Source: an optimization exercise on an open RTL-to-GDS flow (aim: small area, a short achievable clock period and few clock cycles per item). Production flows keep margins and buffers that such runs may drop.
Function was checked by simulation only, so behaviour that the tests miss may differ from the original.
No driver is modelled on the clock port, so clock power and skew are understated where the tree is cut down; a real chip needs a root buffer or a tree.

==> v20: inputs <==
Design at_response_line_parser_unit, start of the top module:
module at_response_line_parser_unit (
	input  logic         clk,
	input  logic         arst_n,
	input  logic         in_valid,
	input  logic [7:0]   in_data,
	output logic         in_ready,
	output logic         out_valid,
	input  logic         out_ready,
	output logic [1:0]   out_kind,
	output logic [7:0]   out_byte,
	output logic         out_line_ok,
	output logic [15:0]  out_bad_line_count,
	output logic         out_last
);
==> flow/config.mk <==
export PLATFORM = sky130hd
export DESIGN_NAME = at_response_line_parser_unit
export DESIGN_NICKNAME = at_response_line_parser_unit
export VERILOG_FILES = /design/flow/design.v
export SDC_FILE = /design/flow/constraint.sdc
export NUM_CORES = 4
export LEC_CHECK = 0
export CAP_MARGIN = 20
export CORE_MARGIN = 2
export CORE_UTILIZATION = 40
export GPL_ROUTABILITY_DRIVEN = 1
export PLACE_DENSITY = 0.6
export SLEW_MARGIN = 20
export SYNTH_HIERARCHICAL = 1
export SYNTH_MINIMUM_KEEP_SIZE = 0
==> flow/constraint.sdc <==
create_clock -name core_clock -period 14.0 [get_ports {clk}]
set_input_delay 2.8000 -clock core_clock [delete_from_list [all_inputs] [get_ports {clk}]]
set_output_delay 2.8000 -clock core_clock [all_outputs]
set_load 0.01 [all_outputs]
standard.sh (not shown) runs the stock make flow with config.mk's settings and CLKGATE_MAP_FILE= SYNTH_SCRIPT=/design/flow/synth_recipe.tcl, a recipe that flattens the netlist after the stock synthesis.
==> flow/flow/run.sh <==
#!/bin/bash
# The standard layout with these changes:
#  - synthesis restructures the logic with ABC's &deepsyn and maps it with ABC's
#    delay-targeted 'map' (flow/map.abc);
#  - the ports get plain sky130_fd_sc_hd__buf_1 buffers;
#  - the clock tree is one level: the flip-flops are split into 4 groups by position and
#    each group gets a clkbuf_16 driven from the clock port (flow/clock_tree.tcl), in
#    place of ORFS's CTS step;
#  - timing repair after placement and after global routing only resizes gates, and aims
#    at 10.5 ns of setup slack at the design's 14 ns clock (ORFS's own repair aims at
#    0 ns, which every path meets with room to spare).
set -euo pipefail
work=$PWD
# Synthesis: the standard flow's script, with the logic mapped by flow/map.abc (delay-targeted 'map')
# instead of ORFS's abc_speed script.
cat > "$work/my_synth.tcl" <<EOT
proc abc {args} {
  set i [lsearch \$args -script]
  if {\$i >= 0} { lset args [expr {\$i + 1}] $work/flow/map.abc }
  yosys abc {*}\$args
}
source $work/synth_recipe.tcl
EOT
sed "s#SYNTH_SCRIPT=[^ ]*#SYNTH_SCRIPT=$work/my_synth.tcl#" standard.sh > my_standard.sh
export BUFFER_PORTS_ARGS="-buffer_cell sky130_fd_sc_hd__buf_1"
bash my_standard.sh place > flow_place.log 2>&1
export SETUP_SLACK_MARGIN=10.5
export SETUP_MOVE_SEQUENCE=sizeup,swap
RESULTS_DIR=$work/orfs/results/sky130hd/at_response_line_parser_unit/base \
LIB_FILE=$FLOW_HOME/platforms/sky130hd/lib/sky130_fd_sc_hd__tt_025C_1v80.lib \
PLATFORM_DIR=$FLOW_HOME/platforms/sky130hd \
DONT_USE_CELLS="$(make -s -C $FLOW_HOME DESIGN_CONFIG=$work/config.mk WORK_HOME=$work/orfs print-DONT_USE_CELLS | sed 's/^DONT_USE_CELLS: //')" \
CLK_GROUPS=4 CLK_CELL=sky130_fd_sc_hd__clkbuf_16 \
  openroad -no_init -exit flow/clock_tree.tcl > flow_clock_tree.log 2>&1
bash my_standard.sh finish > flow_finish.log 2>&1
==> flow/flow/map.abc <==
strash
&get -n
&deepsyn -I 2 -J 50
&put
dch
map -D 1400
topo
stime -c
buffer -c
upsize -c
dnsize -c
Other scripts of this flow, unchanged in this note and not shown: flow/flow/clock_tree.tcl
==> v30: changes against v20 <==
==> flow/flow/map.abc (replaced) <==
strash
&get -n
&deepsyn -I 2 -J 50
&put
dch
map -D 1600
topo
stime -c
buffer -c
upsize -c
dnsize -c
--- a/flow/config.mk
+++ b/flow/config.mk
@@ -9,3 +9,3 @@
 export CORE_MARGIN = 2
-export CORE_UTILIZATION = 40
+export CORE_UTILIZATION = 50
 export GPL_ROUTABILITY_DRIVEN = 1
==> v12: changes against v20 <==
==> flow/flow/map.abc (replaced) <==
strash
&get -n
&deepsyn -I 2 -J 50
&put
dch
map -D 1200
topo
stime -c
buffer -c
upsize -c
dnsize -c
--- a/flow/config.mk
+++ b/flow/config.mk
@@ -13,3 +13 @@
 export SLEW_MARGIN = 20
-export SYNTH_HIERARCHICAL = 1
-export SYNTH_MINIMUM_KEEP_SIZE = 0
==> metrics.cfg <==
[critical_path]
rrSetupSlack_ps = 10800
worst-path-buf-inv = 2
cp_slowest_cell = clkinvlp_4
critPathArrivalTime_ps = 4440
cp_top_family = simple AND/OR/NAND/NOR gates
end_kind = flop

[finish]
regArea_sq_um = 1490
layout.nets = 453
nFillCells = 823
drive_gt1_share_pct = 14.2
nMultiInputCombCells = 280
area_delta_synth_final_pct = 10.1

[route]
via_count = 2990

[timing]
fin_hold_ws_ps = 448
slew_headroom_pct = 44.3

[global_routing]
gr-usage-met1_pct = 28.1
grt_pass1_wl_microns = 14300
grt_pass1_vias = 2838

[synthesis]
syn_inst = 415

[outcome]
status = no timing/DRC/antenna violations

[power_and_ir_drop]
p_total_uw = 498

# the run above: v12

==> metrics.cfg <==
[finish]
nMultiInputCombCells = 262
area_delta_synth_final_pct = 13.0
nFillCells = 582
layout.nets = 421
regArea_sq_um = 1490

[critical_path]
worst-path-buf-inv = 1
critPathArrivalTime_ps = 780
cp_top_family = flip-flops
cp_slowest_cell = dfrtp_2
rrSetupSlack_ps = 10630

[outcome]
status = no timing/DRC/antenna violations

[synthesis]
syn_inst = 365

[global_routing]
gr-usage-met1_pct = 33.1

[timing]
slew_headroom_pct = 62.5

[power_and_ir_drop]
p_total_uw = 659

[route]
via_count = 2760

# the run above: v30

==> metrics.cfg <==
[finish]
nMultiInputCombCells = 264
layout.nets = 425
nFillCells = 810
drive_gt1_share_pct = 23.8
regArea_sq_um = 1490

[critical_path]
critPathArrivalTime_ps = 780
cp_slowest_cell = dfrtp_2
worst-path-buf-inv = 1
cp_top_family = flip-flops
rrSetupSlack_ps = 10610
end_kind = primary output

[route]
via_count = 2809

[synthesis]
syn_inst = 367

[global_routing]
grt_pass1_wl_microns = 13000

[outcome]
status = no timing/DRC/antenna violations

# the run above: v20

Testbench counts of v20, summed over its fixed seeds: cycles 71,637, bytes 57,729.
Testbench counts of v30, summed over its fixed seeds: cycles 71,637, bytes 57,729.
Testbench counts of v12, summed over its fixed seeds: cycles 71,637, bytes 57,729.
In every run of this note, the design's own scripts or RTL, not TritonCTS, make the clock network.

what the ideal ports hide:
The flow's constraints put no driver on any port. The routed layouts listed below were extracted and timed again, unchanged, in two steps.
Step 1 sets driving cells, clkbuf_16 on the clock port and buf_2 on the other inputs (assumed; they add their load-dependent delay and slew).
Step 2 moves the port delays by t, midway between the first and last clock arrival at a register: inputs arrive t later, outputs are due t later. That takes back most of the time a late clock gives input paths.
Three values: no drivers, after step 1, after step 2; two values: the first two.
run | t (ns) | setup WS [ns] | worst hold slack (ns) | worst setup path after step 2 | worst slew at a driven data input, ns
v20 | 0.206 | 10.417 / 10.341 / 10.314 | 0.447 / 0.447 / 0.447 | input to register | 0.06
v30 | 0.210 | 10.415 / 10.336 / 10.334 | 0.450 / 0.450 / 0.450 | input to register | 0.05
v12 | 0.206 | 9.615 / 9.659 / 9.453 | 0.448 / 0.448 / 0.448 | input to register | 0.04
After both steps every run listed still meets setup and hold. For v12, which loses most, drivers alone change the setup slack by +0.044 ns; drivers and shift together by -0.162 ns.
